What follows belongs to an exercise in optimizing a design on an open flow for small area and a short achievable clock period; a production flow would make more cautious choices.
At most, simulation tests tie the RTL to the original design; equivalence was not proved.
Power and IR drop assume default switching activity.

Design melody_player, start of the top module:
module melody_player #(
    parameter int  NOTES    = 32,
    parameter int  HP_W     = 20,
    parameter int  DUR_W    = 16,
    parameter int  TICK_DIV = 16,
    parameter int  GAP_W    = 16,
    localparam int AW       = $clog2(NOTES)
) (
    input  logic             clk,
    input  logic             rst_n,
    input  logic             enable,
    input  logic             mode_loop,
    input  logic             octave_down,
    input  logic [AW:0]      seq_len,
    input  logic [GAP_W-1:0] gap_ticks,
    input  logic             wr_en,
    input  logic [AW-1:0]    wr_addr,
    input  logic [HP_W-1:0]  wr_half,
    input  logic [DUR_W-1:0] wr_dur,
    output logic             tone,
    output logic             busy,
    output logic [AW-1:0]    step,
    output logic             done
);
    localparam int PW = $clog2(TICK_DIV);
    localparam int MW = HP_W + DUR_W;
    localparam int RL = 15;
    logic [HP_W-1:0] hm_in;
    always_comb begin
        for (int i = 0; i < HP_W; i++)
            hm_in[i] = wr_half[i] ^ ~(|(wr_half & HP_W'((1 << i) - 1)));
    end
    logic [MW-1:0] wd;
    assign wd = {hm_in, wr_dur};
    logic [MW-1:0] mem0, mem16;
    always_ff @(posedge clk) begin
        if (wr_en && wr_addr == 5'd0)  mem0  <= wd;
        if (wr_en && wr_addr == 5'd16) mem16 <= wd;
    end
    logic [RL-1:0][MW-1:0] ra;
    logic [RL-1:0][MW-1:0] rb;
    logic [3:0]    q;         
    logic [3:0] wpos;
    always_comb begin
        case ({wr_addr[3:0], q})
            8'h00: wpos = 4'd1;
            8'h01: wpos = 4'd2;
            8'h02: wpos = 4'd3;
            8'h03: wpos = 4'd4;
            8'h04: wpos = 4'd5;
            8'h05: wpos = 4'd6;
  ...
Size: ~3600 cells after synthesis, roughly 42000 um2 of cells after synthesis.
clock: 6.0 ns
lec_check: 0
cap_margin: 20
core_margin: 2
core_utilization: 40
setup_slack_margin: 3.0
slew_margin: 20
synth_hierarchical: 1
synth_minimum_keep_size: 0
run.sh (not shown) runs the stock make flow with config.mk's settings and CLKGATE_MAP_FILE= SYNTH_SCRIPT=/design/flow/synth_recipe.tcl, a recipe that flattens the netlist after the stock synthesis.
Then changed:
Settings changed: SETUP_SLACK_MARGIN 3.0 to default.
- The changed run finished clean
- power drops by about 1%
- final area drops by about 2.8%
- via count drops by 2.5%
- synthesized area is unchanged
- routed wire length drops by about 5%
- critical path depth climbs by 9
- global-route usage drops by 0.87 points
- worst hold slack improves by 0.013 ns
- register-to-register slack degrades by 1.1 ns
- synthesized cell count does not change
- clock skew drops by 0.0086 ns
No functional check of the RTL was part of any run of this note.

---

Setup of run A:
Another version of the RTL of melody_player (not shown whole).
For scale: about 1400 flip-flops, roughly 77 I/O pins, roughly 43000 sq um of cells after synthesis.
==> flow/config.mk <==
export PLATFORM = sky130hd
export DESIGN_NAME = melody_player
export DESIGN_NICKNAME = melody_player
export VERILOG_FILES = /design/flow/design.v
export SDC_FILE = /design/flow/constraint.sdc
export NUM_CORES = 4
export LEC_CHECK = 0
export CAP_MARGIN = 20
export CORE_MARGIN = 2
export CORE_UTILIZATION = 40
export CTS_BUF_LIST = sky130_fd_sc_hd__clkbuf_8
export CTS_CLUSTER_DIAMETER = 60
export CTS_CLUSTER_SIZE = 16
export SETUP_SLACK_MARGIN = 3.5
export SLEW_MARGIN = 20
export SYNTH_HIERARCHICAL = 1
export SYNTH_MINIMUM_KEEP_SIZE = 0
==> flow/constraint.sdc <==
create_clock -name core_clock -period 6.0 [get_ports {clk}]
set_input_delay 1.2000 -clock core_clock [delete_from_list [all_inputs] [get_ports {clk}]]
set_output_delay 1.2000 -clock core_clock [all_outputs]
set_load 0.01 [all_outputs]
standard.sh (not shown) runs the stock make flow with config.mk's settings and CLKGATE_MAP_FILE= SYNTH_SCRIPT=/design/flow/synth_recipe.tcl, a recipe that flattens the netlist after the stock synthesis.
==> flow/flow/run.sh <==
#!/bin/bash
# Layout flow: the standard ORFS flow (standard.sh) with two changes:
#  - buffer_ports makes the port buffers of plain buffers (buf_2) rather than
#    the delay cells it picks by default;
#  - the half and full adder cells join the platform's DONT_USE_CELLS, so
#    synthesis leaves adders as plain gates for abc (ORFS's own behaviour when
#    those cells are on the list) and no later step places them.
# The make output goes to flow_standard.log; ORFS's own logs are under orfs/logs.
set -euo pipefail
export BUFFER_PORTS_ARGS="-buffer_cell sky130_fd_sc_hd__buf_2"
PLATFORM_DONT_USE="sky130_fd_sc_hd__probe_p_8 sky130_fd_sc_hd__probec_p_8 sky130_fd_sc_hd__lpflow_bleeder_1 sky130_fd_sc_hd__lpflow_clkbufkapwr_1 sky130_fd_sc_hd__lpflow_clkbufkapwr_16 sky130_fd_sc_hd__lpflow_clkbufkapwr_2 sky130_fd_sc_hd__lpflow_clkbufkapwr_4 sky130_fd_sc_hd__lpflow_clkbufkapwr_8 sky130_fd_sc_hd__lpflow_clkinvkapwr_1 sky130_fd_sc_hd__lpflow_clkinvkapwr_16 sky130_fd_sc_hd__lpflow_clkinvkapwr_2 sky130_fd_sc_hd__lpflow_clkinvkapwr_4 sky130_fd_sc_hd__lpflow_clkinvkapwr_8 sky130_fd_sc_hd__lpflow_decapkapwr_12 sky130_fd_sc_hd__lpflow_decapkapwr_3 sky130_fd_sc_hd__lpflow_decapkapwr_4 sky130_fd_sc_hd__lpflow_decapkapwr_6 sky130_fd_sc_hd__lpflow_decapkapwr_8 sky130_fd_sc_hd__lpflow_inputiso0n_1 sky130_fd_sc_hd__lpflow_inputiso0p_1 sky130_fd_sc_hd__lpflow_inputiso1n_1 sky130_fd_sc_hd__lpflow_inputiso1p_1 sky130_fd_sc_hd__lpflow_inputisolatch_1 sky130_fd_sc_hd__lpflow_isobufsrc_1 sky130_fd_sc_hd__lpflow_isobufsrc_16 sky130_fd_sc_hd__lpflow_isobufsrc_2 sky130_fd_sc_hd__lpflow_isobufsrc_4 sky130_fd_sc_hd__lpflow_isobufsrc_8 sky130_fd_sc_hd__lpflow_isobufsrckapwr_16 sky130_fd_sc_hd__lpflow_lsbuf_lh_hl_isowell_tap_1 sky130_fd_sc_hd__lpflow_lsbuf_lh_hl_isowell_tap_2 sky130_fd_sc_hd__lpflow_lsbuf_lh_hl_isowell_tap_4 sky130_fd_sc_hd__lpflow_lsbuf_lh_isowell_4 sky130_fd_sc_hd__lpflow_lsbuf_lh_isowell_tap_1 sky130_fd_sc_hd__lpflow_lsbuf_lh_isowell_tap_2 sky130_fd_sc_hd__lpflow_lsbuf_lh_isowell_tap_4"
ADDERS="sky130_fd_sc_hd__ha_1 sky130_fd_sc_hd__ha_2 sky130_fd_sc_hd__ha_4 sky130_fd_sc_hd__fa_1 sky130_fd_sc_hd__fa_2 sky130_fd_sc_hd__fa_4"
bash standard.sh "DONT_USE_CELLS=$PLATFORM_DONT_USE $ADDERS" finish > flow_standard.log 2>&1
No stage failed in run A, and the final checks on the layout all came back clean.
#### Input delta (run B over run A)
Settings: CTS_CLUSTER_DIAMETER changed from 60 to 80; CTS_BUF_LIST removed (was sky130_fd_sc_hd__clkbuf_8); CTS_CLUSTER_SIZE changed from 16 to 24.
Notes after the runs:
Diff run A..run B | register clock-pin slew on the reported worst setup and hold paths | negligible. Register-to-register slack: lower on run A. Compared run B against run A; wire length of the first global-routing pass within noise. Run B: done, clean on timing, DRC and antenna.

what the ideal ports hide:
The flow's constraints put no driver on any port. The routed layouts listed below were extracted and timed again, unchanged, in two steps.
Step 1 sets driving cells, clkbuf_16 on the clock port and buf_2 on the other inputs (assumed; they add their load-dependent delay and slew).
Step 2 also shifts input and output timing later by t, the mid clock arrival at the registers, as if the neighbouring blocks saw the same clock.
Three values: ideal, step 1, step 2; two values: the first two.
run	shift t [ns]	setup WS [ns]	worst hold slack (ns)
the first run of note 1	0.800	3.031 / 2.964 / 2.278	0.395 / 0.395 / 0.395
the second run of note 1	0.799	1.996 / 1.996 / 1.556	0.408 / 0.408 / 0.408
run A	0.812	3.462 / 3.412 / 2.675	0.375 / 0.375 / 0.375
run B	0.710	3.316 / 3.350 / 2.639	0.407 / 0.407 / 0.407
After both steps setup and hold are still met in every run listed. The setup slack of run A, which loses most, moves by -0.050 ns with the drivers and by -0.787 ns with both steps.
